Context: an optimization exercise on an open-source flow, tuned for small area. The choices shown serve that exercise and are no tape-out recipe. At most, simulation tests tie the RTL to the original design; equivalence was not proved. No functional check of the RTL was part of runs 4 and 5. No activity file was given, so power comes from the tool's default toggle rates.

===== flow/run.sh =====
#!/bin/bash
# Standard ORFS layout (the standard.sh), with two changes to how the layout is made:
#  - clock tree synthesis without dummy loads, from clkbuf_8 buffers in larger clusters;
#  - port buffers made of buf_1 cells.
set -euo pipefail
export CTS_ARGS="-sink_clustering_enable -repair_clock_nets -dont_use_dummy_load -buf_list sky130_fd_sc_hd__clkbuf_8"
export BUFFER_PORTS_ARGS="-buffer_cell sky130_fd_sc_hd__buf_1"
bash standard.sh > standard.log 2>&1

===== constraint.sdc =====
create_clock -name core_clock -period 12.0 [get_ports {clk}]
set_input_delay 2.4000 -clock core_clock [delete_from_list [all_inputs] [get_ports {clk}]]
set_output_delay 2.4000 -clock core_clock [all_outputs]
set_load 0.01 [all_outputs]

===== design.v =====
`default_nettype none
module rotate_points_about_centroid_core #(
  parameter int MaxVertices = 64
) (
  input  wire logic               clk,
  input  wire logic               rst,
  input  wire logic               cfg_we,
  input  wire logic               cfg_idx,
  input  wire logic [15:0]        cfg_data,
  input  wire logic               in_valid,
  output logic                    in_stall,
  input  wire logic signed [15:0] x_in,
  input  wire logic signed [15:0] y_in,
  input  wire logic               last_in,
  output logic                    out_valid,
  input  wire logic               out_stall,
  output logic signed [21:0]      x_out,
  output logic signed [21:0]      y_out,
  output logic                    last_out,
  output logic                    overflow
);
  typedef enum logic [3:0] {
    S_LOAD0, S_LOAD, S_SUMW, S_SUM, S_CHK, S_DIV, S_STORE, S_WAIT, S_RUN
  } st_t;
  st_t               st;
  logic [63:0][31:0] ring;
  logic [5:0]        ph;
  logic [6:0]        cnt;
  logic              dropped;
  logic [15:0]       cos_r, sin_r;
  logic [33:0]       P;
  logic [15:0]       mx, my;
  logic              sx, sy;
  logic [21:0]       y_q;
  logic              axis, neg, r, ov;
  logic full, acc, wr;
  assign full = cnt[6];
  always_comb begin
    in_stall = 1'b1;
    if (st == S_LOAD0) in_stall = 1'b0;
    else if (st == S_LOAD) in_stall = !(full || ph == cnt[5:0]);
  end
  assign acc = in_valid && !in_stall;
  assign wr = acc && (st == S_LOAD0 || !full);
  logic start, skip;
  assign start = (st == S_WAIT) && !ov && (ph == 6'd2);
  assign skip = (st == S_STORE) && axis;
  always_ff @(posedge clk) begin
    ring <= {ring[62:0], wr ? {y_in, x_in} : ring[63]};
    if (st == S_LOAD0 && acc) ph <= 6'd1;
    else ph <= ph + {4'd0, skip, !start && !skip};
  end
  always_ff @(posedge clk) begin
    if (rst) begin
      cos_r <= 16'sd16384;
      sin_r <= '0;
    end else if (cfg_we) begin
      if (cfg_idx) sin_r <= cfg_data;
      else cos_r <= cfg_data;
    end
  end
  logic [3:0]  t;
  logic [1:0]  u;
  logic [15:0] xtap, ytap;
  assign t = ph[5:2];
  assign u = ph[1:0];
  for (genvar k = 0; k < 16; k++) begin : g_tap
    assign xtap[k] = ring[4*k+1][15-k];
    assign ytap[k] = ring[4*k+2][31-k];
  end
  logic xb, yb, cxb, cyb, cdb, top;
  assign top = (t == 4'd0);
  assign xb = xtap[t];
  assign yb = ytap[t];
  assign cxb = mx[4'd15 - t] ^ sx;
  assign cyb = my[4'd15 - t] ^ sy;
  assign cdb = r ? cxb : cyb;
  logic [15:0] src;
  logic [11:0] dsub;
  logic        inv, cin, shl, padd;
  logic [33:0] sum, opv;
  assign opv = {{18{src[15]}}, src} ^ {34{inv}};
  assign sum = (shl ? {P[32:0], 1'b0} : P) + {opv[33:22] | dsub, opv[21:0]} + 34'(cin);
  logic ge;
  assign ge = P[27:21] >= cnt;
  logic [23:0] q24;
  logic [21:0] satq;
  assign q24 = P[33:10];
  assign satq = (q24[23:21] == 3'b000 || q24[23:21] == 3'b111) ? q24[21:0]
              : {q24[23], {21{~q24[23]}}};
  logic svalid;
  assign svalid = {1'b0, ph} < cnt;
  always_comb begin
    src = '0;
    inv = 1'b0;
    cin = 1'b0;
    shl = 1'b0;
    padd = 1'b0;
    dsub = '0;
    if (st == S_DIV) begin
      shl = 1'b1;
      padd = 1'b1;
      if (ge) begin
        dsub = -{5'd0, cnt};
        src = 16'd1;
      end
    end else if (st == S_SUM) begin
      src = axis ? ring[63][31:16] : ring[63][15:0];
      inv = neg;
      padd = svalid;
    end else if (st == S_RUN) begin
      unique case (u)
        2'd1: begin
          src = {1'b0, cdb, 13'd0, (t == 4'd6)};
          shl = 1'b1;
          padd = !top;
        end
        2'd2: begin
          src = r ? cos_r : sin_r;
          padd = 1'b1;
          if (xb == cxb) src = '0;
          else begin
            inv = ~xb ^ top;
            cin = inv;
          end
        end
        2'd3: begin
          src = r ? sin_r : cos_r;
          padd = 1'b1;
          if (yb == cyb) src = '0;
          else begin
            inv = ~yb ^ top ^ r;
            cin = inv;
          end
        end
        default: ;
      endcase
    end
  end
  logic pload, pbit;
  always_comb begin
    pload = 1'b0;
    pbit = 1'b0;
    if (st == S_LOAD0 || st == S_LOAD || st == S_STORE) pload = 1'b1;
    else if (st == S_CHK) pload = P[33];
    else if (start) begin
      pload = 1'b1;
      pbit = my[15] ^ sy;
    end else if (st == S_RUN && !r && ph == 6'd1) begin
      pload = 1'b1;
      pbit = mx[15] ^ sx;
    end
  end
  always_ff @(posedge clk) begin
    if (pload) P <= {{20{pbit}}, 14'd0};
    else if (padd) P <= sum;
  end
  always_ff @(posedge clk) begin
    if (st == S_RUN && !r && ph == 6'd1) y_q <= satq;
  end
  always_ff @(posedge clk) begin
    if (rst) begin
      st <= S_LOAD0;
      ov <= 1'b0;
    end else begin
      unique case (st)
        S_LOAD0: begin
          if (acc) begin
            cnt <= 7'd1;
            dropped <= 1'b0;
            axis <= 1'b0;
            neg <= 1'b0;
            st <= last_in ? S_SUMW : S_LOAD;
          end
        end
        S_LOAD: begin
          if (acc) begin
            if (full) dropped <= 1'b1;
            else cnt <= cnt + 7'd1;
            if (last_in) st <= S_SUMW;
          end
        end
        S_SUMW: if (ph == 6'd63) st <= S_SUM;
        S_SUM: if (ph == 6'd63) st <= S_CHK;
        S_CHK: begin
          if (!neg && P[33]) begin
            neg <= 1'b1;
            st <= S_SUMW;
          end else begin
            if (axis) sy <= neg && !P[33];
            else sx <= neg && !P[33];
            st <= S_DIV;
          end
        end
        S_DIV: if (ph == 6'd22) st <= S_STORE;
        S_STORE: begin
          neg <= 1'b0;
          axis <= 1'b1;
          if (!axis) begin
            mx <= P[15:0];
            st <= S_SUMW;
          end else begin
            my <= P[15:0];
            st <= S_WAIT;
          end
        end
        S_WAIT: begin
          if (ov) begin
            if (!out_stall) begin
              ov <= 1'b0;
              cnt <= cnt - 7'd1;
              if (cnt == 7'd1) st <= S_LOAD0;
            end
          end else if (start) begin
            r <= 1'b0;
            st <= S_RUN;
          end
        end
        S_RUN: begin
          if (ph == 6'd1) r <= 1'b1;
          if (r && ph == 6'd63) begin
            ov <= 1'b1;
            st <= S_WAIT;
          end
        end
        default: st <= S_LOAD0;
      endcase
    end
  end
  assign out_valid = ov;
  assign x_out = satq;
  assign y_out = y_q;
  assign last_out = (cnt == 7'd1);
  assign overflow = dropped;
endmodule
`default_nettype wire

===== config.mk =====
export PLATFORM = sky130hd
export DESIGN_NAME = rotate_points_about_centroid_core
export DESIGN_NICKNAME = rotate_points_about_centroid_core
export VERILOG_FILES = /design/flow/design.v
export SDC_FILE = /design/flow/constraint.sdc
export NUM_CORES = 4
export LEC_CHECK = 0
export CAP_MARGIN = 20
export CORE_MARGIN = 2
export CORE_UTILIZATION = 40
export SLEW_MARGIN = 20

===== standard.sh =====
#!/bin/bash
# synth_recipe.tcl (not shown) runs the flow's synth.tcl, then flattens the netlist and writes it again
# the make line also repeats each setting of config.mk as NAME=value (left out here)
make -C /OpenROAD-flow-scripts/flow DESIGN_CONFIG=/design/flow/config.mk WORK_HOME=/design/flow/orfs CLKGATE_MAP_FILE= SYNTH_SCRIPT=/design/flow/synth_recipe.tcl "${@:-finish}"

==> notes.md, run 1 <==
DRC: 0
Largest stage delay on the critical path: 570 ps
Avg Cell Area, Syn: 16.5 um2
Largest net degree at the start of global routing: 46
Pre-CTS setup slack: 5070 ps
PD cells: 254 nW/um2
Post-synthesis sequential area ratio: 0.880
Layout cell share with drive strength beyond 1: 0.129
Setup violators final: 0
Synth Area in XOR/XNOR: 0.00994
Antenna violations before repair: 13
Critical path startpoint category: flop
Post-Synth Adder-Cell Area: 0.0135
Routability congestion estimate: 0.846
Met2 wire length: 28500 um
FMAX: 142 MHz
WHS Path Cells: 0
Final ANT Viol Nets: 0
Post-synthesis simple-gate area fraction: 0.0305
Post-CTS setup buffer count: 0
EDFF count, synth: 87
CP Data Arrival Time: 7680 ps
CTS H-tree lvls: 5
CTS sink cnt: 2192
Worst skew pair latency: 950 ps
Total GRT Usage: 0.117
Sum Neg Setup Slack: 0 ps
Number of DRC markers in iteration 0: 1261
Vias: 21782
Final WS setup: 4950 ps
Post-synthesis cell area: 50900 um2
Routed wire length: 74800 um
PortBufs: 102
Top-Level Pins: 103
Met3 wire len: 5340 um
Die W: 361 um
Post-synthesis compound-gate area fraction: 0.0334
Crit path max-delay cell type: mux4_2
Prevailing post-synth register cell: dfxtp_1
Fin crit period: 7050 ps
RR Endpoint: P[32]
Static Leak: 23.2 nW
CP Class: flop to flop
Portion of netlist area occupied by mux cells: 0.0263
Core ar.: 126000 um2
Worst Hold End: ring[964]
Yosys warns: 1
Final Net Count: 3592
Max IR drop VDD: 121 uV
Vias in the first global route: 21842
Top sig layer: met5
Root buffer cell: clkbuf_8
Post-DR vias/cell: 4.24
Post-CTS resize count: 0
Relative slew slack: 0.269
Initial Utilization: 0.404
Area grow syn2layout: 13.7%
Post-synth ARST share: 0
Min-Delay Path Class: flop to flop
Synth cell types: 66
Synthesized net count: 3197
CP Max Fanout: 25
Cts bufs inserted: 331
Total grt overflow: 0
Worst Skew: 90.5 ps
First-pass GRT wire length: 118000 um
Post-synthesis cell count: 3089
Fin. Hold Viols: 0
Largest family of logic cells by synthesized area: compound AO/OA/AOI/OAI gates
DR WL/cell: 14.5 um
Endpoint class of the critical path: flop
Flops & latches, synth: 2192
CTS tree: done
Die Footprint: 130000 um2
Status: complete, no violations
Crit-path cells: buf_4, mux4_2, mux4_2, xnor2_2, mux2i_1, a31o_2, a221o_1, a221oi_1, xnor2_1, fa_1, inv_1, fa_1, a21o_1, a21oi_1, o21ai_0, a41o_1, a21oi_1, o221ai_1, and3_1, o31ai_1, mux2i_1, nand3_1
Std-Cell Rows: 130
Path depth of the worst reg2reg path: 22
Pre-antenna DRT Iters: 6
DPL Wire Length: 45300 um
Beginning of the worst register-to-register path: ph[2]
R2R Setup Slk: 4950 ps
Period utilisation layout: 0.587
Register clock-pin slew on the reported worst setup and hold paths: 60 ps
CP required: 12630 ps
Worst Max-Slew Pin Slew: 1100 ps
Die Y: 361 um
Max-cap violations: 0
Longest Clk Path Bufs: 4
Cts-stage hold buffer count: 0
Hold path start: ring[932]
Wl on met1: 38500 um
Fin. max-slew vios: 0
RSZ-0062 raised after global routing: false
Yosys cell counts, types with 18 or more instances:
library cell,n,area share
a21o_1,26,0.0038
edfxtp_1,87,0.051
nand2_1,120,0.0089
ha_1,50,0.012
mux2i_1,20,0.0039
o21ai_0,47,0.0046
mux2_2,64,0.014
a21oi_1,95,0.0093
clkbuf_1,43,0.0032
inv_1,29,0.0021
xor2_1,30,0.0052
xnor2_1,24,0.0041
dfxtp_1,2105,0.83
mux4_2,18,0.0080
nor2_1,109,0.0080
report_power, final:
part           switching [mW]  internal, mW
registers               0.385          8.71
logic                   0.564         0.345
clock network            2.27          2.43
worst max-delay path, delay by kind of cell, from the launching register on:
family,cells,cell delay [ps]
compound gates,10,3150
buf+inv,2,430
mux,4,1430
xor+xnor,2,510
simple gates,2,320
flops,1,300
fa+ha+maj,2,630
final cells by class:
type | instances | area, um2
timing repair buffer | 114 | 474
fill | 11043 | 68100
clock buffer | 331 | 4560
sequential | 2192 | 44800
inverter | 31 | 116
tap | 1650 | 2060
multi-input combinational | 814 | 5840
antenna | 9 | 22.5
worst max-delay path by stage:
stage                     cells past startpoint  endpoint  slack [ps]   from
after CTS                                    22     P[32]        5040  ph[2]
final                                        22     P[32]        4950  ph[2]
after global routing                         20     P[32]        4600  ph[2]
after global placement                       20     P[32]        5040  ph[2]
after floorplan                              23     P[32]        6060  ph[2]
after detailed placement                     22     P[32]        5070  ph[2]
through the flow:
| stage | power, mW | area [um2] | hold slack [ps] | utilization | instances |
|---|---|---|---|---|---|
| after global routing | 15.5 | 57800 | 233 | 0.459 | 5137 |
| after CTS | 14.9 | 57800 | 224 | 0.459 | 5132 |
| after detailed placement | 10.2 | 53200 | 312 | 0.423 | 4801 |
| final | 14.7 | 57800 | 235 | 0.459 | 5141 |
| after floorplan | 9.72 | 50900 | 310 | - | 3089 |
| after global placement | 10.1 | 53200 | 310 | 0.423 | 4801 |
layer usage:
layer,GRT usage,vias up
met5,0,-
met4,0.0600,8
met3,0.0386,208
met2,0.151,583
met1,0.172,10198
li1,-,10785
cells in the final DEF, fill, tap and decap left out, types with 5 or more instances in the layout:
cell         n
and2_1      10
nand3_1     12
a21o_1      26
a21oi_1     95
xor2_1      30
nand2b_1    11
ha_1        50
and4_1       5
o31ai_1      6
o21ai_0     47
a22oi_1      5
nand2_1    120
dfxtp_1   2105
edfxtp_1    87
nor2_1     107
and3_1      14
mux4_2      18
buf_4       12
diode_2      9
o21a_1       7
nand4_1     11
a22o_1      17
xnor2_1     24
mux2_2      64
nor3_1      16
o211ai_1     5
buf_1      101
inv_1       29
o22ai_1      5
nor2b_1      9
mux2i_1     20
clkbuf_8   331
kinds of logic after synthesis:
family	after synthesis
flops	2192
compound gates	261
fa+ha+maj	53
xor+xnor	56
simple gates	341
mux	103
buf+inv	83
state kept, by name, summed over array words and instances, names as in the netlist, 4 cells and up:
name,cells
cnt,7
y_q,22
st,4
mx,16
P,34
ph,6
cos_r,16
sin_r,16
ring,2048
my,16
==> run 2: changes to the inputs <==
==> flow/run.sh (replaced) <==
#!/bin/bash
# Standard ORFS layout (the standard.sh), with two changes to how the layout is made:
#  - clock tree synthesis without dummy loads, from clkbuf_8 buffers in larger clusters;
#  - port buffers made of buf_1 cells.
set -euo pipefail
export CTS_ARGS="-sink_clustering_enable -repair_clock_nets -dont_use_dummy_load -buf_list sky130_fd_sc_hd__clkbuf_8 -sink_clustering_size 20 -sink_clustering_max_diameter 40"
export BUFFER_PORTS_ARGS="-buffer_cell sky130_fd_sc_hd__buf_1"
bash standard.sh > standard.log 2>&1
--- a/config.mk
+++ b/config.mk
@@ -7,5 +7,5 @@
 export LEC_CHECK = 0
 export CAP_MARGIN = 20
 export CORE_MARGIN = 2
-export CORE_UTILIZATION = 40
+export CORE_UTILIZATION = 70
 export SLEW_MARGIN = 20
==> notes.md, run 2 <==
Routed wire length: 86200 um (+15%)
Min-Delay Path Class: flop to flop
Most common cell after layout, fill and taps aside: dfxtp_1
Cts bufs inserted: 154 (-53%)
Longest Clk Path Bufs: 3 (-1)
Post-synthesis cell area: 50900 um2 (unchanged)
Vias: 21719 (-0.29%)
CTS tree: done
Yosys top cell area share: 0.828 (unchanged)
PortBufs: 102 (unchanged)
Initial Utilization: 0.709 (+0.305)
Internal: 10.2 mW (-11%)
Area leader, netlist: dfxtp_1
Met2 usage: 0.379 (+0.228)
Clock network fraction of total power: 0.237 (-0.083)
Comb pwr share: 0.070 (+0.008)
Antenna violations before repair: 14 (+1)
PD cells: 243 nW/um2 (-4.4%)
DPL Wire Length: 56700 um (+25%)
EDFF count, synth: 87 (unchanged)
R2R Setup Slk: 4810 ps (-140 ps)
CTS H-tree lvls: 4 (-1)
RSZ-0062 raised after global routing: false
Largest regs: ring (2048), P (34), y_q (22)
Avg Cell Area, Syn: 16.5 um2 (unchanged)
Core ar.: 71700 um2 (-43%)
Cts-stage hold buffer count: 0 (unchanged)
Pre-CTS setup slack: 4760 ps (-308 ps)
Relative slew slack: 0.238 (-0.0306)
Most frequent cells in the layout: dfxtp_1, clkbuf_8, nand2_1
Max FFs per register: 2048 (unchanged)
Top cells by count, synth: dfxtp_1, nand2_1, nor2_1
Register clock-pin slew on the reported worst setup and hold paths: 100 ps (+40 ps)
Final Net Count: 3420 (-4.8%)
Total GRT Usage: 0.238 (+0.120)
Final WS setup: 4810 ps (-141 ps)
DRC: 0 (unchanged)
Most common cell in the synthesized netlist: dfxtp_1
Worst Max-Slew Pin Slew: 1130 ps (+37.2 ps)
CP Class: flop to flop
Prevailing post-synth register cell: dfxtp_1
Static Leak: 21.9 nW (-5.4%)
Endpoint class of the critical path: flop
Post-synth ARST share: 0 (unchanged)
CP Data Arrival Time: 7690 ps (about the same)
CTS sink cnt: 2192 (unchanged)
P_sw: 3.06 mW (-5.1%)
First-pass GRT wire length: 133000 um (+12%)
FMAX: 139 MHz (-2.0%)
Top-Level Pins: 103 (unchanged)
Die W: 274 um (-24%)
Fin. max-slew vios: 0 (unchanged)
Final ANT Viol Nets: 0 (unchanged)
Switching part of the total power: 0.231 (+0.0116)
Placed cell area: 52400 um2 (-1.6%)
Sequential Power Share: 0.694 (+0.076)
Vias in the first global route: 22611 (+3.5%)
Synthesized net count: 3197 (unchanged)
Critical path startpoint category: flop
Placed Cells incl. Taps: 4106 (-14%)
Largest Register: ring
Worst skew pair latency: 820 ps (-130 ps)
Top Usage Layer GRT: met2
CP required: 12500 ps (-130 ps)
Die Y: 274 um (-24%)
Post-DR vias/cell: 5.09 (+20%)
Setup violators final: 0 (unchanged)
Synth top area cells: dfxtp_1, edfxtp_1, mux2_2
Post-CTS resize count: 0 (unchanged)
Root buffer cell: clkbuf_8
Sum Neg Setup Slack: 0 ps (unchanged)
Fin crit period: 7190 ps (+141 ps)
Post-Layout Cell Count: 4263 (-17%)
Routability congestion estimate: 0.808 (-4.6%)
Max-cap violations: 0 (unchanged)
Max IR drop VDD: 188 uV (+55%)
Period utilisation layout: 0.599 (+0.0118)
Total power: 13.3 mW (-9.8%)
Flops & latches, synth: 2192 (unchanged)
Grt met3 use: 0.0478 (+0.00918)
Die Footprint: 74800 um2 (-42%)
Yosys warns: 1 (unchanged)
DR WL/cell: 20.2 um (+39%)
Std-Cell Rows: 98 (-25%)
Largest net degree at the start of global routing: 46 (unchanged)
Final design utilization: 0.760 (+0.301)
Layout cell share with drive strength beyond 1: 0.0834 (-0.0456)
Post-CTS setup buffer count: 0 (unchanged)
Fin. Hold Viols: 0 (unchanged)
Area grow syn2layout: 7.18%
Worst Skew: 134 ps (+43.0 ps)
# fillers: 3634 (-67%)
Synth cell types: 66 (unchanged)
Pre-antenna DRT Iters: 5 (-1)
Post-synthesis sequential area ratio: 0.880 (unchanged)
Number of DRC markers in iteration 0: 1645 (+30%)
Status: complete, no violations
Post-synthesis cell count: 3089 (unchanged)
Hold Slack: 243 ps (+7.19 ps)
Design Area, Final: 54500 um2 (-5.7%)
Met1 usage: 0.322 (+0.150)
Total grt overflow: 0 (unchanged)
CP Max Fanout: 16 (-36%)
-- run 2: cell count changes in the layout (fill, tap and decap cells not counted) --
cell / delta
nor2_4: -1
nor2b_2: -1
a21boi_2: -1
diode_2: -6
nor2b_1: +1
nor2_1: -1
clkbuf_8: -177
nor2_2: +2
a21boi_1: +1
buf_4: +5
-- run 2: power groups by stage --
stage                     combinational [mW]  sequential, mW  clock (mW)
after CTS                              0.918            9.23        3.20
after detailed placement               0.910            9.35           0
final                                  0.924            9.20        3.14
after global routing                    1.01            9.31        3.42
after global placement                 0.884            9.25           0
after floorplan                        0.675            9.05           0
-- run 2: kinds of logic after synthesis --
logic type               synth area share
XOR/XNOR                          0.00994
adder cells (fa/ha/maj)            0.0135
AND/OR/NAND/NOR                    0.0305
multiplexers                       0.0263
buffers and inverters             0.00664
AO/OA/AOI/OAI                      0.0335
flip-flops                          0.880
-- run 2: path summary, 6_finish.rpt --
path,from,endpoint,depth (start not counted)
min reg2reg,ring[1239],ring[1271],0
max,ph[2],P[32],21
min,ring[1239],ring[1271],0
max reg2reg,ph[2],P[32],21
-- run 2: metal layers --
metal / share of wire / wire (um)
met5: 0.00087 / 75
met4: 0.034 / 2940
met3: 0.064 / 5520
met2: 0.47 / 40400
met1: 0.43 / 37300
-- run 2: cell type report --
class | count | area (um2) | area share
Multi-Input combinational cell | 814 | 5830 | 0.107
Sequential cell | 2192 | 44800 | 0.821
Antenna cell | 3 | 7.51 | 0.000138
Tap cell | 950 | 1190 | 0.0218
Clock buffer | 154 | 2120 | 0.0389
Timing Repair Buffer | 119 | 512 | 0.00939
Inverter | 31 | 116 | 0.00213
-- run 2: worst max-delay path, cell delays in order (launching register included) --
cell and delay (ps):
dfxtp_1 830, mux4_2 580, mux4_2 520, xnor2_2 330
mux2i_1 140, a31o_2 390, a221o_1 400, a221oi_1 320
xnor2_1 200, fa_1 230, inv_1 60, fa_1 400
a21o_1 200, a21oi_1 280, o21ai_0 240, a41o_1 310
a21oi_1 450, o221ai_1 250, and3_1 240, o31ai_1 300
mux2i_1 230, nand3_1 100
==> run 3: changes to the inputs <==
==> flow/run.sh (replaced) <==
#!/bin/bash
# Standard ORFS layout (the standard.sh), with two changes to how the layout is made:
#  - clock tree synthesis without dummy loads, from clkbuf_8 buffers in larger clusters;
#  - port buffers made of buf_1 cells.
set -euo pipefail
export CTS_ARGS="-sink_clustering_enable -repair_clock_nets -dont_use_dummy_load -buf_list sky130_fd_sc_hd__clkbuf_8 -sink_clustering_size 20 -sink_clustering_max_diameter 50"
export BUFFER_PORTS_ARGS="-buffer_cell sky130_fd_sc_hd__buf_1"
bash standard.sh > standard.log 2>&1
--- a/config.mk
+++ b/config.mk
@@ -7,5 +7,5 @@
 export LEC_CHECK = 0
 export CAP_MARGIN = 20
 export CORE_MARGIN = 2
-export CORE_UTILIZATION = 70
+export CORE_UTILIZATION = 60
 export SLEW_MARGIN = 20
==> notes.md, run 3 <==
Status: complete, no violations
Synth top area cells: dfxtp_1, edfxtp_1, mux2_2
CP required: 12510 ps (about the same)
Area leader, netlist: dfxtp_1
Largest stage delay on the critical path: 720 ps (-110 ps)
Post-synthesis cell area: 50900 um2 (unchanged)
Crit path max-delay cell type: dfxtp_1
Post-Layout Cell Count: 4433 (+4.0%)
Number of DRC markers in iteration 0: 1160 (-29%)
Sum Neg Setup Slack: 0 ps (unchanged)
Post-CTS resize count: 0 (unchanged)
CP Class: flop to flop
Period utilisation layout: 0.599 (about the same)
Final ANT Viol Nets: 0 (unchanged)
EDFF count, synth: 87 (unchanged)
Total grt overflow: 0 (unchanged)
Synthesized net count: 3197 (unchanged)
Final Net Count: 3404 (-0.47%)
Yosys top cell area share: 0.828 (unchanged)
Top-Level Pins: 103 (unchanged)
# fillers: 5940 (+63%)
Critical path startpoint category: flop
DR WL/cell: 16.7 um (-17%)
Core ar.: 83800 um2 (+17%)
Cts-stage hold buffer count: 0 (unchanged)
Layout cell share with drive strength beyond 1: 0.0792 (-0.00415)
CTS tree: done
Most common cell in the synthesized netlist: dfxtp_1
PortBufs: 102 (unchanged)
Fin. Hold Viols: 0 (unchanged)
Routability congestion estimate: 0.845 (+4.6%)
Worst Skew: 139 ps (+5.06 ps)
Top cells by count, synth: dfxtp_1, nand2_1, nor2_1
Cts bufs inserted: 138 (-10%)
Max IR drop VDD: 171 uV (-9.3%)
CP Max Fanout: 16 (unchanged)
Total power: 13.0 mW (-1.9%)
First-pass GRT wire length: 117000 um (-12%)
PD cells: 238 nW/um2 (-1.9%)
Pre-CTS setup slack: 4700 ps (-57.0 ps)
Die Footprint: 87100 um2 (+16%)
Largest regs: ring (2048), P (34), y_q (22)
Setup violators final: 0 (unchanged)
Longest Clk Path Bufs: 3 (unchanged)
Crit-path cells: buf_4, mux4_2, a22oi_1, a211o_1, mux2i_1, a31o_2, a221o_1, a221oi_1, xnor2_1, fa_1, inv_1, fa_1, a21o_1, a21oi_1, o21ai_0, a41o_1, a21oi_1, o221ai_1, and3_1, o31ai_1, mux2i_1, nand3_1
Worst skew pair latency: 820 ps (about the same)
Fin. max-slew vios: 0 (unchanged)
Avg Cell Area, Syn: 16.5 um2 (unchanged)
Total GRT Usage: 0.174 (-0.0631)
Final design utilization: 0.651 (-0.109)
Placed cell area: 52600 um2 (+0.45%)
Post-CTS setup buffer count: 0 (unchanged)
Synth cell types: 66 (unchanged)
Worst Max-Slew Pin Slew: 1060 ps (-77.5 ps)
Std-Cell Rows: 106 (+8.2%)
Vias: 20897 (-3.8%)
Flops & latches, synth: 2192 (unchanged)
Most common cell after layout, fill and taps aside: dfxtp_1
Design Area, Final: 54500 um2 (about the same)
Post-synthesis sequential area ratio: 0.880 (unchanged)
Min-Delay Path Class: flop to flop
Register clock-pin slew on the reported worst setup and hold paths: 110 ps (about the same)
Max-cap violations: 0 (unchanged)
Endpoint class of the critical path: flop
Antenna violations before repair: 15 (+1)
Root buffer cell: clkbuf_8
Vias in the first global route: 20896 (-7.6%)
DPL Wire Length: 47000 um (-17%)
CP Data Arrival Time: 7700 ps (about the same)
DRC: 0 (unchanged)
Final WS setup: 4810 ps (-1.18 ps)
CTS H-tree lvls: 4 (unchanged)
RSZ-0062 raised after global routing: false
Hold Slack: 290 ps (+47.7 ps)
FMAX: 139 MHz (about the same)
CTS sink cnt: 2192 (unchanged)
Area grow syn2layout: 7.22% (about the same)
Yosys warns: 1 (unchanged)
Largest net degree at the start of global routing: 46 (unchanged)
Fin crit period: 7190 ps (+1.18 ps)
Post-synth ARST share: 0 (unchanged)
Initial Utilization: 0.607 (-0.102)
Pre-antenna DRT Iters: 5 (unchanged)
Max FFs per register: 2048 (unchanged)
Relative slew slack: 0.296 (+0.0575)
Post-DR vias/cell: 4.71 (-7.5%)
Routed wire length: 74200 um (-14%)
Die W: 295 um (+7.9%)
Most frequent cells in the layout: dfxtp_1, clkbuf_8, nand2_1
Post-synthesis cell count: 3089 (unchanged)
Prevailing post-synth register cell: dfxtp_1
Die Y: 295 um (+7.9%)
Placed Cells incl. Taps: 4290 (+4.5%)
Largest Register: ring
Static Leak: 21.8 nW (-0.52%)
run 3: cell counts after synthesis:
No cell type changed its count.
run 3: cells by family after synthesis:
kind of cell             Yosys count  synth area share
XOR/XNOR                          56           0.00994
AND/OR/NAND/NOR                  341            0.0305
multiplexers                     103            0.0263
buffers and inverters             83           0.00664
AO/OA/AOI/OAI                    261            0.0335
flip-flops                      2192             0.880
adder cells (fa/ha/maj)           53            0.0135
run 3: layout make-up:
type                       count  area, um2  area share
antenna                        5       12.5    0.000229
clock buffer                 138       1900      0.0348
inverter                      31        116     0.00213
multi-input combinational    814       5830       0.107
sequential                  2192      44800       0.820
tap                         1134       1420      0.0260
timing repair buffer         119        512     0.00938
run 3: final timing paths:
path               from         end  slack [ps]  cells past startpoint
min          ring[1715]  ring[1747]         290                      0
max reg2reg       ph[2]       P[32]        4810                     22
min reg2reg  ring[1715]  ring[1747]         290                      0
max               ph[2]       P[32]        4810                     22
run 3: per-layer routing:
metal,global-route usage,wire (um),vias to the layer above,part of all wire
met2,0.254,30900,411,0.42
met4,0.0562,1440,14,0.019
met5,0,93,-,0.0013
li1,-,-,10394,-
met3,0.0480,4270,124,0.058
met1,0.255,37500,9954,0.51
run 3: worst max-delay path: cells and delay by family, from the launching register on:
kind	cells	cell delay [ps]
DFF	1	720
muxes	3	850
buffers and inverters	2	450
adders and majority gates	2	640
xor gates and xnor gates	1	200
AOI/OAI and AO/OA	12	3780
and+or+nand+nor	2	340
run 3: report_power, final:
group          switching (mW)  internal, mW  total (mW)  leakage [nW]
Clock                    1.94          1.04        2.98         0.992
Sequential              0.414          8.69        9.10          18.0
Combinational           0.568         0.353       0.921          2.82
==> run 4: changes to the inputs <==
--- a/design.v
+++ b/design.v
@@ -80,7 +80,15 @@
   logic        inv, cin, shl, padd;
   logic [33:0] sum, opv;
   assign opv = {{18{src[15]}}, src} ^ {34{inv}};
-  assign sum = (shl ? {P[32:0], 1'b0} : P) + {opv[33:22] | dsub, opv[21:0]} + 34'(cin);
+  logic [33:0] pa, ob;
+  logic [34:0] cy;
+  assign pa = shl ? {P[32:0], 1'b0} : P;
+  assign ob = {opv[33:22] | dsub, opv[21:0]};
+  assign cy[0] = cin;
+  for (genvar k = 0; k < 34; k++) begin : g_fa
+    assign sum[k] = pa[k] ^ ob[k] ^ cy[k];
+    assign cy[k+1] = (pa[k] & ob[k]) | (pa[k] & cy[k]) | (ob[k] & cy[k]);
+  end
   logic ge;
   assign ge = P[27:21] >= cnt;
   logic [23:0] q24;
==> notes.md, run 4 <==
Post-synthesis compound-gate area fraction: 0.0265 (-0.00694)
Largest stage delay on the critical path: 400 ps (-320 ps)
Largest net degree at the start of global routing: 47 (+2.2%)
Largest regs: ring (2048), P (34), y_q (22)
Layout cell share with drive strength beyond 1: 0.131 (+0.0513)
Crit path max-delay cell type: dfxtp_4
CP required: 12480 ps (-30 ps)
Critical path startpoint category: flop
Top cells by count, synth: dfxtp_1, nand2_1, edfxtp_1
# fillers: 5819 (-2.0%)
CP Data Arrival Time: 13990 ps (+6290 ps)
Top-Level Pins: 103 (unchanged)
Antenna violations before repair: 17 (+2)
Longest Clk Path Bufs: 3 (unchanged)
Synth cell types: 70 (+6.1%)
CP Class: flop to flop
P_sw: 2.85 mW (-2.3%)
Routability congestion estimate: 0.786 (-6.9%)
Relative slew slack: 0.259 (-0.0366)
Most common cell in the synthesized netlist: dfxtp_1
Worst Skew: 133 ps (-5.68 ps)
Max-cap violations: 0 (unchanged)
DRC: 0 (unchanged)
DPL Wire Length: 47400 um (+0.91%)
Post-synthesis cell area: 50200 um2 (-1.4%)
Final ANT Viol Nets: 0 (unchanged)
Std-Cell Rows: 106 (unchanged)
Post-Synth Adder-Cell Area: 0.0181 (+0.00457)
Worst Max-Slew Pin Slew: 1110 ps (+54.9 ps)
CTS tree: done
Root buffer cell: clkbuf_8
Post-synthesis cell count: 2947 (-4.6%)
Die Footprint: 86000 um2 (-1.3%)
Min-Delay Path Class: flop to flop
Register clock-pin slew on the reported worst setup and hold paths: 110 ps (about the same)
Placed cell area: 52800 um2 (+0.36%)
Endpoint class of the critical path: flop
Die Y: 293 um (-0.67%)
Area grow syn2layout: 9.55%
CTS sink cnt: 2192 (unchanged)
Total GRT Usage: 0.175 (+0.000633)
Flops & latches, synth: 2192 (unchanged)
Cts-stage hold buffer count: 0 (unchanged)
Prevailing post-synth register cell: dfxtp_1
Final design utilization: 0.660 (+0.00927)
First-pass GRT wire length: 115000 um (-1.4%)
Most common cell after layout, fill and taps aside: dfxtp_1
Storage cell area: 44800 um2 (about the same)
Final WS setup: -1510 ps (-6320 ps)
Switching part of the total power: 0.223 (-0.00180)
Largest Register: ring
PD cells: 233 nW/um2 (-2.2%)
Fin. Hold Viols: 0 (unchanged)
Synth top area cells: dfxtp_1, edfxtp_1, mux2_2
Period utilisation layout: 1.13 (+0.526)
CTS H-tree lvls: 4 (unchanged)
Worst skew pair latency: 830 ps (about the same)
Internal: 9.95 mW (-1.2%)
Portion of netlist area occupied by mux cells: 0.0248 (-0.00151)
Layout Check Fails: setup timing
Most frequent cells in the layout: dfxtp_1, clkbuf_8, buf_4
Post-synth ARST share: 0 (unchanged)
Core ar.: 83300 um2 (-0.63%)
Fin. max-slew vios: 0 (unchanged)
Largest family of logic cells by synthesized area: simple AND/OR/NAND/NOR gates
Hold Slack: 278 ps (-11.9 ps)
Area leader, netlist: dfxtp_1
Fin crit period: 13510 ps (+6320 ps)
Clock network fraction of total power: 0.234 (+0.005)
Most common cell on crit path: fa_2
CP Max Fanout: 4 (-12)
Setup violators final: 6 (+6)
Post-synthesis sequential area ratio: 0.892 (+0.0121)
PortBufs: 102 (unchanged)
Yosys warns: 1 (unchanged)
Post-synthesis simple-gate area fraction: 0.0273 (-0.00317)
Cts bufs inserted: 141 (+2.2%)
Vias in the first global route: 20497 (-1.9%)
Yosys top cell area share: 0.840 (+0.0114)
Final Net Count: 3380 (-0.71%)
Pre-antenna DRT Iters: 5 (unchanged)
Avg Cell Area, Syn: 17.0 um2 (+3.4%)
Synth Area in XOR/XNOR: 0.00471 (-0.00522)
Number of DRC markers in iteration 0: 908 (-22%)
Initial Utilization: 0.602 (-0.00443)
Multi-input gate area: 5320 um2 (-8.8%)
DR WL/cell: 16.8 um (+0.68%)
Routed wire length: 73400 um (-1.1%)
Static Leak: 22.1 nW (+1.5%)
Sequential Power Share: 0.686 (-0.014)
Design Area, Final: 55000 um2 (+0.78%)
FMAX: 74.0 MHz (-47%)
Post-DR vias/cell: 4.66 (-1.2%)
Total grt overflow: 0 (unchanged)
Status: failed layout checks
EDFF count, synth: 87 (unchanged)
Vias: 20289 (-2.9%)
RSZ-0062 raised after global routing: true
Die W: 293 um (-0.67%)
Comb pwr share: 0.080 (+0.009)
Max FFs per register: 2048 (unchanged)
Synthesized net count: 3054 (-4.5%)
Max IR drop VDD: 218 uV (+28%)
-- run 4: cell types whose count changed in the layout (fill, tap and decap cells not counted), moves of 8 or more --
cell     before  now
a21oi_1      95   50
buf_4        17  130
xnor2_1      24   13
xor2_1       30   13
o21ai_0      47   29
mux4_2       18   10
nor2_1      106   58
ha_1         50   18
mux2i_1      20   32
o21ai_1       0   11
fa_2          0   32
and3_1       14    2
-- run 4: per-layer routing --
layer  up-vias  track usage  share of wire
li1      10096            -              -
met1      9651        0.256           0.50
met2       395        0.257           0.42
met3       141       0.0411          0.047
met4         6       0.0650          0.029
met5         -            0        0.00057
-- run 4: worst paths after layout --
path / from / to / slack [ps] / cells after the start
max: ph[3] / P[33] / -1510 / 51
min reg2reg: ring[492] / ring[524] / 280 / 0
max reg2reg: ph[3] / P[33] / -1510 / 51
min: ring[492] / ring[524] / 280 / 0
-- run 4: power by group through the flow --
| stage | Clock [mW] | Combinational, mW | Sequential, mW |
|---|---|---|---|
| floorplan | 0 | 0.605 | 8.79 |
| global placement | 0 | 0.987 | 8.94 |
| detailed placement | 0 | 0.997 | 8.95 |
| CTS | 3.11 | 1.03 | 8.82 |
| global route | 3.36 | 1.13 | 8.90 |
| finish | 3.00 | 1.03 | 8.79 |
-- run 4: logic make-up (layout without fill, tap and decap cells) --
kind of cell	Yosys count	in the layout
DFF	2192	2192
buffers and inverters	84	408
adders and majority gates	52	52
xor gates and xnor gates	27	27
AOI/OAI and AO/OA	196	196
and+or+nand+nor	292	292
other	0	4
muxes	104	104
-- run 4: final cells by class --
cell class              count  share of cell area
diodes                      4            0.000182
inverters                  28             0.00191
well taps                1080              0.0246
repair buffers            239              0.0270
clock buffers             141              0.0353
flip-flops and latches   2192               0.814
multi-input cells         671              0.0968
-- run 4: critical path: cells and delay by family, from the launching register on --
family / cells / cell delay [ps]
AOI/OAI and AO/OA: 8 / 1330
xor gates and xnor gates: 1 / 90
adders and majority gates: 33 / 10160
buffers and inverters: 6 / 530
DFF: 1 / 400
muxes: 1 / 300
and+or+nand+nor: 2 / 430
-- run 4: metrics by stage --
step                      instances  TNS (ps)  power, mW  setup WS, ps
after global routing           4352     -7570       13.4         -1910
final                          4355     -5350       12.8         -1510
after global placement         4201     -5450       9.93         -1530
after detailed placement       4201     -5790       9.94         -1610
after floorplan                2947     -3500       9.39         -1130
after CTS                      4348     -5230       13.0         -1510
-- run 4: repair_timing --
action                                  in CTS  in global routing
setup buffers                                7                  3
gates resized for setup                     24                  5
cloned                                       1                  0
endpoints found under the setup margin       6                  7
pin swaps                                   17                  7
==> run 5: changes to the inputs <==
--- a/design.v
+++ b/design.v
@@ -77,18 +77,19 @@
   assign cdb = r ? cxb : cyb;
   logic [15:0] src;
   logic [11:0] dsub;
-  logic        inv, cin, shl, padd;
+  logic        inv, cin, shl;
   logic [33:0] sum, opv;
   assign opv = {{18{src[15]}}, src} ^ {34{inv}};
   logic [33:0] pa, ob;
-  logic [34:0] cy;
+  logic [24:0] cy;
   assign pa = shl ? {P[32:0], 1'b0} : P;
   assign ob = {opv[33:22] | dsub, opv[21:0]};
   assign cy[0] = cin;
-  for (genvar k = 0; k < 34; k++) begin : g_fa
+  for (genvar k = 0; k < 24; k++) begin : g_fa
     assign sum[k] = pa[k] ^ ob[k] ^ cy[k];
     assign cy[k+1] = (pa[k] & ob[k]) | (pa[k] & cy[k]) | (ob[k] & cy[k]);
   end
+  assign sum[33:24] = pa[33:24] + ob[33:24] + 10'(cy[24]);
   logic ge;
   assign ge = P[27:21] >= cnt;
   logic [23:0] q24;
@@ -103,29 +104,26 @@
     inv = 1'b0;
     cin = 1'b0;
     shl = 1'b0;
-    padd = 1'b0;
     dsub = '0;
     if (st == S_DIV) begin
       shl = 1'b1;
-      padd = 1'b1;
       if (ge) begin
         dsub = -{5'd0, cnt};
         src = 16'd1;
       end
     end else if (st == S_SUM) begin
-      src = axis ? ring[63][31:16] : ring[63][15:0];
-      inv = neg;
-      padd = svalid;
+      if (svalid) begin
+        src = axis ? ring[63][31:16] : ring[63][15:0];
+        inv = neg;
+      end
     end else if (st == S_RUN) begin
       unique case (u)
         2'd1: begin
           src = {1'b0, cdb, 13'd0, (t == 4'd6)};
           shl = 1'b1;
-          padd = !top;
         end
         2'd2: begin
           src = r ? cos_r : sin_r;
-          padd = 1'b1;
           if (xb == cxb) src = '0;
           else begin
             inv = ~xb ^ top;
@@ -134,7 +132,6 @@
         end
         2'd3: begin
           src = r ? sin_r : cos_r;
-          padd = 1'b1;
           if (yb == cyb) src = '0;
           else begin
             inv = ~yb ^ top ^ r;
@@ -161,7 +158,7 @@
   end
   always_ff @(posedge clk) begin
     if (pload) P <= {{20{pbit}}, 14'd0};
-    else if (padd) P <= sum;
+    else P <= sum;   
   end
   always_ff @(posedge clk) begin
     if (st == S_RUN && !r && ph == 6'd1) y_q <= satq;
==> notes.md, run 5 <==
Layout cell share with drive strength beyond 1: 0.120 (-0.0104)
CTS sink cnt: 2192 (unchanged)
Period utilisation layout: 1.07 (-0.0564)
Critical path startpoint category: flop
Design Area, Final: 54600 um2 (-0.70%)
Total grt overflow: 0 (unchanged)
DR WL/cell: 16.4 um (-2.5%)
Routed wire length: 71700 um (-2.3%)
Most frequent cells in the layout: dfxtp_1, clkbuf_8, nor2_1
Pre-antenna DRT Iters: 5 (unchanged)
Clock network fraction of total power: 0.234 (about the same)
CP required: 12610 ps (+130 ps)
CP Class: flop to flop
Number of DRC markers in iteration 0: 837 (-7.8%)
Status: failed layout checks
Top Family by Delay on Critical Path: adder cells
Vias in the first global route: 20483 (-0.068%)
Max IR drop VDD: 191 uV (-13%)
Root buffer cell: clkbuf_8
CP Max Fanout: 6 (+2)
Die W: 293 um (-0.23%)
P_sw: 2.78 mW (-2.5%)
Endpoint class of the critical path: flop
# fillers: 5595 (-3.8%)
CTS H-tree lvls: 4 (unchanged)
Std-Cell Rows: 105 (-0.94%)
Post-synthesis cell count: 2980 (+1.1%)
Sum Neg Setup Slack: -4000 ps (+1350 ps)
Sequential Power Share: 0.691 (+0.005)
Final Net Count: 3398 (+0.53%)
Vias: 20173 (-0.57%)
Switching part of the total power: 0.219 (-0.00378)
Post-DR vias/cell: 4.62 (-0.80%)
Flops & latches, synth: 2192 (unchanged)
Initial Utilization: 0.607 (+0.00479)
CP Data Arrival Time: 13440 ps (-550 ps)
Core ar.: 82200 um2 (-1.3%)
Die Footprint: 85600 um2 (-0.47%)
DRC: 0 (unchanged)
Most common cell on crit path: fa_2
FMAX: 77.9 MHz (+5.3%)
Worst Max-Slew Pin Slew: 1060 ps (-48.5 ps)
Max FFs per register: 2048 (unchanged)
EDFF count, synth: 67 (-23%)
Multi-input gate area: 5270 um2 (-0.96%)
Yosys warns: 1 (unchanged)
Cts-stage hold buffer count: 0 (unchanged)
Total GRT Usage: 0.173 (-0.00231)
Routability congestion estimate: 0.831 (+5.6%)
Synth top area cells: dfxtp_1, edfxtp_1, fa_1
PortBufs: 102 (unchanged)
Register clock-pin slew on the reported worst setup and hold paths: 110 ps (about the same)
Hold Slack: 270 ps (-8.75 ps)
Placed cell area: 52400 um2 (-0.85%)
Antenna violations before repair: 9 (-8)
Worst skew pair latency: 800 ps (-30 ps)
Min-Delay Path Class: flop to flop
Crit path max-delay cell type: dfxtp_4
Post-synthesis cell area: 49900 um2 (-0.47%)
Fin. max-slew vios: 0 (unchanged)
Prevailing post-synth register cell: dfxtp_1
Layout Check Fails: setup timing
Most common cell after layout, fill and taps aside: dfxtp_1
Internal: 9.92 mW (-0.36%)
Synthesized net count: 3088 (+1.1%)
Fin. Hold Viols: 0 (unchanged)
Setup violators final: 9 (+3)
Comb pwr share: 0.075 (-0.005)
Most common cell in the synthesized netlist: dfxtp_1
Final ANT Viol Nets: 0 (unchanged)
RSZ-0062 raised after global routing: true
Largest net degree at the start of global routing: 47 (unchanged)
Final WS setup: -830 ps (+676 ps)
Largest Register: ring
Cts bufs inserted: 140 (-0.71%)
Buf+Inv Stages, Crit Path: 6 (unchanged)
DPL Wire Length: 46700 um (-1.5%)
Max-cap violations: 0 (unchanged)
Post-synthesis sequential area ratio: 0.892 (about the same)
Largest regs: ring (2048), P (34), y_q (22)
Post-synth ARST share: 0 (unchanged)
Fin crit period: 12830 ps (-676 ps)
Die Y: 293 um (-0.23%)
Top-Level Pins: 103 (unchanged)
Yosys top cell area share: 0.852 (+0.0120)
CTS tree: done
First-pass GRT wire length: 113000 um (-1.4%)
Avg Cell Area, Syn: 16.8 um2 (-1.6%)
Area grow syn2layout: 9.29%
Worst Skew: 129 ps (-4.26 ps)
Relative slew slack: 0.291 (+0.0323)
Top cells by count, synth: dfxtp_1, nor2_1, nand2_1
PD cells: 233 nW/um2 (-0.14%)
Synth cell types: 65 (-7.1%)
Largest stage delay on the critical path: 420 ps (+20 ps)
Area leader, netlist: dfxtp_1
Storage cell area: 44600 um2 (-0.45%)
Longest Clk Path Bufs: 3 (unchanged)
Static Leak: 21.9 nW (-1.1%)
-- run 5: cell families after synthesis --
| group | Yosys count | share of synthesized area |
|---|---|---|
| AO/OA/AOI/OAI | 190 | 0.0239 |
| multiplexers | 109 | 0.0250 |
| AND/OR/NAND/NOR | 312 | 0.0279 |
| adder cells (fa/ha/maj) | 53 | 0.0173 |
| buffers and inverters | 87 | 0.00724 |
| XOR/XNOR | 37 | 0.00649 |
| flip-flops | 2192 | 0.892 |
-- run 5: metal layers --
layer	share of wire	up-vias	track usage
li1	-	10101	-
met3	0.039	156	0.0329
met1	0.49	9567	0.245
met2	0.44	343	0.266
met5	0.00052	-	0
met4	0.030	6	0.0655
-- run 5: through the flow --
step,utilization,setup WS (ps),instances,power [mW]
floorplan,-,-415,2980,9.35
global placement,0.637,-968,4205,9.82
detailed placement,0.637,-1040,4205,9.85
CTS,0.661,-837,4347,12.8
global route,0.664,-1230,4360,13.3
finish,0.664,-830,4365,12.7
-- run 5: path summary, 6_finish.rpt --
kind | startpoint | depth (start not counted) | to | slack [ps]
min reg2reg | ring[961] | 0 | ring[993] | 270
max | ph[2] | 51 | P[32] | -830
min | ring[961] | 0 | ring[993] | 270
max reg2reg | ph[2] | 51 | P[32] | -830
-- run 5: area by class of cell --
type / instances / share of cell area
Inverter: 30 / 0.00206
Tap cell: 1070 / 0.0245
Sequential cell: 2192 / 0.816
Antenna cell: 7 / 0.000321
Multi-Input combinational cell: 701 / 0.0965
Timing Repair Buffer: 225 / 0.0249
Clock buffer: 140 / 0.0353
-- run 5: what timing repair did --
| item | 4_1_cts | 5_1_grt |
|---|---|---|
| gates resized for setup | 12 | 27 |
| pin swaps | 10 | 8 |
| gates cloned | 0 | 1 |
| endpoints found under the setup margin | 10 | 10 |
| buffers inserted | 2 | 10 |
-- run 5: power groups by stage --
stage | combinational (mW) | sequential, mW | clock, mW
6_report | 0.952 | 8.78 | 2.97
5_1_grt | 1.04 | 8.90 | 3.34
4_1_cts | 0.916 | 8.81 | 3.09
3_5_place_dp | 0.898 | 8.95 | 0
3_3_place_gp | 0.891 | 8.93 | 0
2_1_floorplan | 0.566 | 8.79 | 0
==> run 6: changes to the inputs <==
--- a/design.v
+++ b/design.v
@@ -81,15 +81,15 @@
   logic [33:0] sum, opv;
   assign opv = {{18{src[15]}}, src} ^ {34{inv}};
   logic [33:0] pa, ob;
-  logic [24:0] cy;
+  logic [16:0] cy;
   assign pa = shl ? {P[32:0], 1'b0} : P;
   assign ob = {opv[33:22] | dsub, opv[21:0]};
   assign cy[0] = cin;
-  for (genvar k = 0; k < 24; k++) begin : g_fa
+  for (genvar k = 0; k < 16; k++) begin : g_fa
     assign sum[k] = pa[k] ^ ob[k] ^ cy[k];
     assign cy[k+1] = (pa[k] & ob[k]) | (pa[k] & cy[k]) | (ob[k] & cy[k]);
   end
-  assign sum[33:24] = pa[33:24] + ob[33:24] + 10'(cy[24]);
+  assign sum[33:16] = pa[33:16] + ob[33:16] + 18'(cy[16]);
   logic ge;
   assign ge = P[27:21] >= cnt;
   logic [23:0] q24;
==> notes.md, run 6 <==
RSZ-0062 raised after global routing: false
Vias: 19982 (-0.95%)
Layout cell share with drive strength beyond 1: 0.0889 (-0.0312)
Setup violators final: 0 (-9)
First-pass GRT wire length: 112000 um (-1.2%)
Area leader, netlist: dfxtp_1
Root buffer cell: clkbuf_8
DR WL/cell: 16.6 um (+1.3%)
Worst Skew: 115 ps (-13.2 ps)
CTS sink cnt: 2192 (unchanged)
Max IR drop VDD: 181 uV (-5.2%)
EDFF count, synth: 67 (unchanged)
Core ar.: 83200 um2 (+1.1%)
Largest stage delay on the critical path: 570 ps (+150 ps)
CP Data Arrival Time: 12030 ps (-1410 ps)
Crit path max-delay cell type: mux4_1
Buf+Inv Stages, Crit Path: 2 (-4)
Worst Max-Slew Pin Slew: 1070 ps (+9.03 ps)
Final WS setup: 538 ps (+1370 ps)
PD cells: 246 nW/um2 (+5.6%)
Total power: 13.3 mW (+4.5%)
Post-DR vias/cell: 4.65 (+0.53%)
Fin. Hold Viols: 0 (unchanged)
Sum Neg Setup Slack: 0 ps (+4000 ps)
Met3 wire len: 3090 um (+12%)
Worst skew pair latency: 810 ps (about the same)
Most common cell on crit path: fa_1
Register clock-pin slew on the reported worst setup and hold paths: 110 ps (about the same)
Top cells by count, synth: dfxtp_1, nand2_1, nor2_1
CTS H-tree lvls: 4 (unchanged)
Final ANT Viol Nets: 0 (unchanged)
Routability congestion estimate: 0.789 (-5.0%)
Static Leak: 21.7 nW (-0.94%)
Vias in the first global route: 20204 (-1.4%)
Total grt overflow: 0 (unchanged)
Endpoint class of the critical path: flop
Fin crit period: 11460 ps (-1370 ps)
Number of DRC markers in iteration 0: 965 (+15%)
Cts-stage hold buffer count: 0 (unchanged)
Min-Delay Path Class: flop to flop
Area grow syn2layout: 7.70%
Max-cap violations: 0 (unchanged)
FMAX: 87.2 MHz (+12%)
Die Footprint: 85900 um2 (+0.42%)
Yosys warns: 1 (unchanged)
CP Max Fanout: 7 (+1)
Most frequent cells in the layout: dfxtp_1, clkbuf_8, nand2_1
Most common cell in the synthesized netlist: dfxtp_1
Std-Cell Rows: 106 (+0.95%)
Top-Level Pins: 103 (unchanged)
Initial Utilization: 0.603 (-0.00412)
Synth top area cells: dfxtp_1, edfxtp_1, mux2_2
Final Net Count: 3326 (-2.1%)
Post-synthesis sequential area ratio: 0.888 (-0.00381)
Largest regs: ring (2048), P (34), y_q (22)
DRC: 0 (unchanged)
Synthesized net count: 3102 (+0.45%)
Relative slew slack: 0.280 (-0.0115)
Die Y: 293 um (+0.21%)
Largest Register: ring
DPL Wire Length: 45500 um (-2.6%)
CP required: 12570 ps (-40 ps)
Post-synthesis cell count: 2994 (+0.47%)
CTS tree: done
Flops & latches, synth: 2192 (unchanged)
Cts bufs inserted: 144 (+2.9%)
Top sig layer: met5
Max FFs per register: 2048 (unchanged)
Met2 wire length: 31900 um (+1.1%)
PortBufs: 102 (unchanged)
Longest Clk Path Bufs: 3 (unchanged)
Period utilisation layout: 0.955 (-0.114)
Hold Slack: 282 ps (+12.2 ps)
Post-synthesis cell area: 50200 um2 (+0.43%)
Avg Cell Area, Syn: 16.8 um2 (about the same)
R2R Setup Slk: 540 ps (+1370 ps)
Wl on met1: 33700 um (-4.0%)
Prevailing post-synth register cell: dfxtp_1
Synth cell types: 62 (-4.6%)
Status: complete, no violations
CP Class: flop to flop
Critical path startpoint category: flop
Largest net degree at the start of global routing: 45 (-4.3%)
Pre-antenna DRT Iters: 5 (unchanged)
Yosys top cell area share: 0.848 (-0.00363)
Total GRT Usage: 0.171 (-0.00183)
Most common cell after layout, fill and taps aside: dfxtp_1
Fin. max-slew vios: 0 (unchanged)
Routed wire length: 71500 um (-0.22%)
Post-synth ARST share: 0 (unchanged)
Pre-CTS setup slack: -279 ps (+764 ps)
Antenna violations before repair: 6 (-3)
Die W: 293 um (+0.21%)
Top Family by Delay on Critical Path: adder cells
[run 6: routing by layer]
metal / global-route usage / up-vias
li1: - / 9961
met1: 0.232 / 9512
met2: 0.265 / 332
met3: 0.0363 / 171
met4: 0.0801 / 6
met5: 0 / -
[run 6: metrics by stage]
stage	instance area (um2)	util	cells
global route	54000	0.649	4298
finish	54000	0.650	4301
floorplan	50200	-	2994
global placement	51900	0.624	4150
detailed placement	51900	0.625	4150
CTS	53900	0.648	4294
[run 6: cell type report]
class                           instances  area (um2)
Multi-Input combinational cell        720        5380
Clock buffer                          144        1980
Inverter                               28         105
Tap cell                             1080        1350
Sequential cell                      2192       44600
Timing Repair Buffer                  132         629
Antenna cell                            5        12.5
Fill cell                            5853       29100
[run 6: final timing paths]
check | startpoint | to | depth (start not counted)
min reg2reg | ring[1080] | ring[1112] | 0
max | ph[2] | P[32] | 43
max reg2reg | ph[2] | P[32] | 43
min | ring[1080] | ring[1112] | 0
[run 6: worst reg2reg max path, delay by kind of cell, from the launching register on]
family / cells / cell delay, ps
buffers and inverters: 2 / 260
DFF: 1 / 420
muxes: 4 / 1200
AOI/OAI and AO/OA: 9 / 1540
and+or+nand+nor: 6 / 660
xor gates and xnor gates: 4 / 640
adders and majority gates: 18 / 6590
[run 6: power by group]
group / total (mW) / internal, mW / switching (mW)
Sequential: 9.21 / 8.77 / 0.435
Clock: 3.01 / 1.08 / 1.93
Combinational: 1.05 / 0.418 / 0.631
Total: 13.3 / 10.3 / 3.00
[run 6: what timing repair did]
action                                  4_1_cts  5_1_grt
resized for setup                             3       19
buffers inserted                              0        2
hold endpoints to repair                      0        0
endpoints found under the setup margin        2        6
pin swaps                                     0        6
[run 6: cell families after synthesis]
kind of cell / Yosys count / synth area share
buffers and inverters: 82 / 0.00659
XOR/XNOR: 46 / 0.00848
AO/OA/AOI/OAI: 175 / 0.0220
AND/OR/NAND/NOR: 338 / 0.0302
flip-flops: 2192 / 0.888
multiplexers: 108 / 0.0284
adder cells (fa/ha/maj): 53 / 0.0161
==> run 7: changes to the inputs <==
--- a/design.v
+++ b/design.v
@@ -90,8 +90,6 @@
     assign cy[k+1] = (pa[k] & ob[k]) | (pa[k] & cy[k]) | (ob[k] & cy[k]);
   end
   assign sum[33:16] = pa[33:16] + ob[33:16] + 18'(cy[16]);
-  logic ge;
-  assign ge = P[27:21] >= cnt;
   logic [23:0] q24;
   logic [21:0] satq;
   assign q24 = P[33:10];
@@ -107,10 +105,8 @@
     dsub = '0;
     if (st == S_DIV) begin
       shl = 1'b1;
-      if (ge) begin
-        dsub = -{5'd0, cnt};
-        src = 16'd1;
-      end
+      dsub = P[33] ? {5'd0, cnt} : -{5'd0, cnt};
+      src = {15'd0, !P[33]};
     end else if (st == S_SUM) begin
       if (svalid) begin
         src = axis ? ring[63][31:16] : ring[63][15:0];
@@ -202,10 +198,10 @@
           neg <= 1'b0;
           axis <= 1'b1;
           if (!axis) begin
-            mx <= P[15:0];
+            mx <= {P[14:0], !P[33]};
             st <= S_SUMW;
           end else begin
-            my <= P[15:0];
+            my <= {P[14:0], !P[33]};
             st <= S_WAIT;
           end
         end
==> notes.md, run 7 <==
Setup violators final: 0 (unchanged)
Largest regs: ring (2048), P (34), y_q (22)
Avg Cell Area, Syn: 16.9 um2 (+0.72%)
R2R Setup Slk: 500 ps (-40 ps)
Critical path startpoint category: flop
FMAX: 86.9 MHz (-0.34%)
Static Leak: 21.5 nW (-0.63%)
Post-synth ARST share: 0 (unchanged)
RR Endpoint: P[32]
Number of DRC markers in iteration 0: 914 (-5.3%)
Largest Register: ring
Area leader, netlist: dfxtp_1
Pre-antenna DRT Iters: 5 (unchanged)
Hold path start: ring[651]
Final ANT Viol Nets: 0 (unchanged)
Cts-stage hold buffer count: 0 (unchanged)
First-pass GRT wire length: 115000 um (+2.6%)
DR WL/cell: 17.3 um (+4.2%)
Crit path max-delay cell type: mux4_2
Total GRT Usage: 0.177 (+0.00587)
Vias in the first global route: 20388 (+0.91%)
Placed Cells incl. Taps: 4102 (-1.2%)
Synthesized net count: 3058 (-1.4%)
Beginning of the worst register-to-register path: ph[3]
Endpoint class of the critical path: flop
Status: complete, no violations
Total power: 12.7 mW (-4.1%)
DPL Wire Length: 46900 um (+3.2%)
Largest net degree at the start of global routing: 47 (+4.4%)
CP Max Fanout: 6 (-1)
Worst Hold End: ring[683]
Area grow syn2layout: 7.75% (about the same)
Final WS setup: 498 ps (-39.2 ps)
Die W: 292 um (-0.26%)
Flops & latches, synth: 2192 (unchanged)
Placed cell area: 51600 um2 (-0.58%)
Pre-CTS setup slack: -289 ps (-9.65 ps)
Yosys warns: 1 (unchanged)
Die Y: 292 um (-0.26%)
PortBufs: 102 (unchanged)
Path depth of the worst reg2reg path: 42 (-2.3%)
Layout cell share with drive strength beyond 1: 0.0918 (+0.00286)
Worst Max-Slew Pin Slew: 1020 ps (-52.6 ps)
Top cells by count, synth: dfxtp_1, nand2_1, edfxtp_1
Max-cap violations: 0 (unchanged)
Routed wire length: 73700 um (+3.1%)
CP required: 12570 ps (about the same)
Die Footprint: 85500 um2 (-0.52%)
CP Data Arrival Time: 12070 ps (+40 ps)
Relative slew slack: 0.315 (+0.0354)
CTS tree: done
Worst Skew: 120 ps (+4.33 ps)
Synth cell types: 63 (+1.6%)
Max FFs per register: 2048 (unchanged)
Register clock-pin slew on the reported worst setup and hold paths: 100 ps (about the same)
Cts bufs inserted: 142 (-1.4%)
Hold Slack: 229 ps (-53.1 ps)
Std-Cell Rows: 105 (-0.94%)
Routability congestion estimate: 0.841 (+6.5%)
Min-Delay Path Class: flop to flop
Initial Utilization: 0.607 (+0.00351)
Root buffer cell: clkbuf_8
Vias: 20008 (+0.13%)
CP Class: flop to flop
Most frequent cells in the layout: dfxtp_1, nand2_1, clkbuf_8
Period utilisation layout: 0.958 (+0.00327)
Fin. Hold Viols: 0 (unchanged)
WHS Path Cells: 0 (unchanged)
Post-synthesis cell count: 2957 (-1.2%)
Fin crit period: 11500 ps (+39.2 ps)
Synth top area cells: dfxtp_1, edfxtp_1, mux2_2
Most common cell after layout, fill and taps aside: dfxtp_1
Core ar.: 82200 um2 (-1.1%)
Antenna violations before repair: 12 (+6)
Most common cell in the synthesized netlist: dfxtp_1
Worst skew pair latency: 820 ps (about the same)
Largest stage delay on the critical path: 530 ps (-40 ps)
DRC: 0 (unchanged)
Yosys top cell area share: 0.853 (+0.00449)
Post-synthesis sequential area ratio: 0.893 (+0.00470)
Post-synthesis cell area: 49900 um2 (-0.53%)
Top-Level Pins: 103 (unchanged)
Post-DR vias/cell: 4.70 (+1.2%)
Total grt overflow: 0 (unchanged)
CTS sink cnt: 2192 (unchanged)
EDFF count, synth: 67 (unchanged)
Design Area, Final: 53800 um2 (-0.48%)
Prevailing post-synth register cell: dfxtp_1
Fin. max-slew vios: 0 (unchanged)
PD cells: 237 nW/um2 (-3.6%)
Longest Clk Path Bufs: 3 (unchanged)
Final Net Count: 3284 (-1.3%)
Max IR drop VDD: 166 uV (-8.2%)
Post-Layout Cell Count: 4254 (-1.1%)
CTS H-tree lvls: 4 (unchanged)
[run 7: cell types whose count changed after synthesis, sizes merged, moves of 4 or more]
cell	change
mux2i	-6
ha	-7
clkbuf	+4
a21o	-12
xor2	+4
xnor2	-5
nor2	-52
nor3	-9
o41ai	+4
nand2	+29
o21ai	+9
nand3	-8
[run 7: layout make-up]
cell class / count / area [um2]
Antenna cell: 3 / 7.51
Clock buffer: 142 / 1950
Fill cell: 5717 / 28500
Inverter: 29 / 109
Multi-Input combinational cell: 681 / 5150
Sequential cell: 2192 / 44600
Tap cell: 1070 / 1340
Timing Repair Buffer: 137 / 644
[run 7: per-layer routing]
layer  vias up  part of all wire  GRT usage
met1      9561              0.50      0.254
li1       9875                 -          -
met4         6             0.033     0.0747
met2       412              0.42      0.261
met5         -           0.00050          0
met3       154             0.049     0.0401
[run 7: metrics by stage]
step            util  TNS [ps]
2_1_floorplan      -         0
3_3_place_gp   0.628      -736
3_5_place_dp   0.628      -793
4_1_cts        0.653         0
5_1_grt        0.654     -14.2
6_report       0.654         0
[run 7: where the power goes]
group          internal, mW  switching, mW  leakage [nW]
logic                 0.275          0.411          2.56
registers              8.66          0.387          18.0
clock network          1.07           1.93          1.02
total                  10.0           2.73          21.5
[run 7: kinds of logic (layout without fill, tap and decap cells)]
kind of cell               Yosys count  after routing  synth area share
DFF                               2192           2192             0.893
and+or+nand+nor                    297            297            0.0267
AOI/OAI and AO/OA                  188            188            0.0240
muxes                              105            105            0.0272
buffers and inverters               84            308           0.00655
adders and majority gates           46             46            0.0144
xor gates and xnor gates            45             45           0.00820
other                                0              3                 0
[run 7: worst max-delay path by stage]
stage,slack (ps),cells past startpoint,from,end
after floorplan,680,42,ph[4],P[32]
after global placement,-280,39,ph[3],P[33]
after detailed placement,-290,39,ph[3],P[33]
after CTS,60,41,ph[3],P[32]
after global routing,-10,40,ph[3],P[32]
final,500,42,ph[3],P[32]
[run 7: critical path, delay by kind of cell (launching register included)]
family	cells	cell delay, ps
buf+inv	3	430
xor+xnor	4	710
mux	3	840
simple gates	2	470
fa+ha+maj	18	6510
flops	1	420
compound gates	12	1890
[run 7: what timing repair did]
item                       CTS  global route
buffers inserted             5             2
hold endpoints to repair     0             0
pin swaps                    4            10
setup endpoints to repair    5             6
resized for setup           13            16

==> port drivers added, routing unchanged <==
No port has a modelled driver above. Below, the same layouts with a new extraction and two added sets of constraints.
Step 1 sets driving cells, clkbuf_16 on the clock port and buf_2 on the other inputs (assumed; they add their load-dependent delay and slew).
Step 2, shift: input delay + t, output delay - t, t = (earliest + latest rising clock arrival at the registers) / 2. This alone moves slack from input paths to output paths.
Three values: no drivers, after step 1, after step 2; two values: the first two.
run	t, ns	setup WS [ns]	worst slew at a driven data input, ns
run 1	0.972	4.951 / 4.951 / 4.951	0.22
run 2	0.812	4.810 / 4.810 / 4.810	0.13
run 3	0.809	4.809 / 4.809 / 4.809	0.14
run 4	0.826	-1.507 / -1.507 / -1.507	0.18
run 5	0.809	-0.830 / -0.830 / -0.830	0.14
run 6	0.815	0.538 / 0.538 / 0.538	0.16
run 7	0.823	0.498 / 0.498 / 0.498	0.13
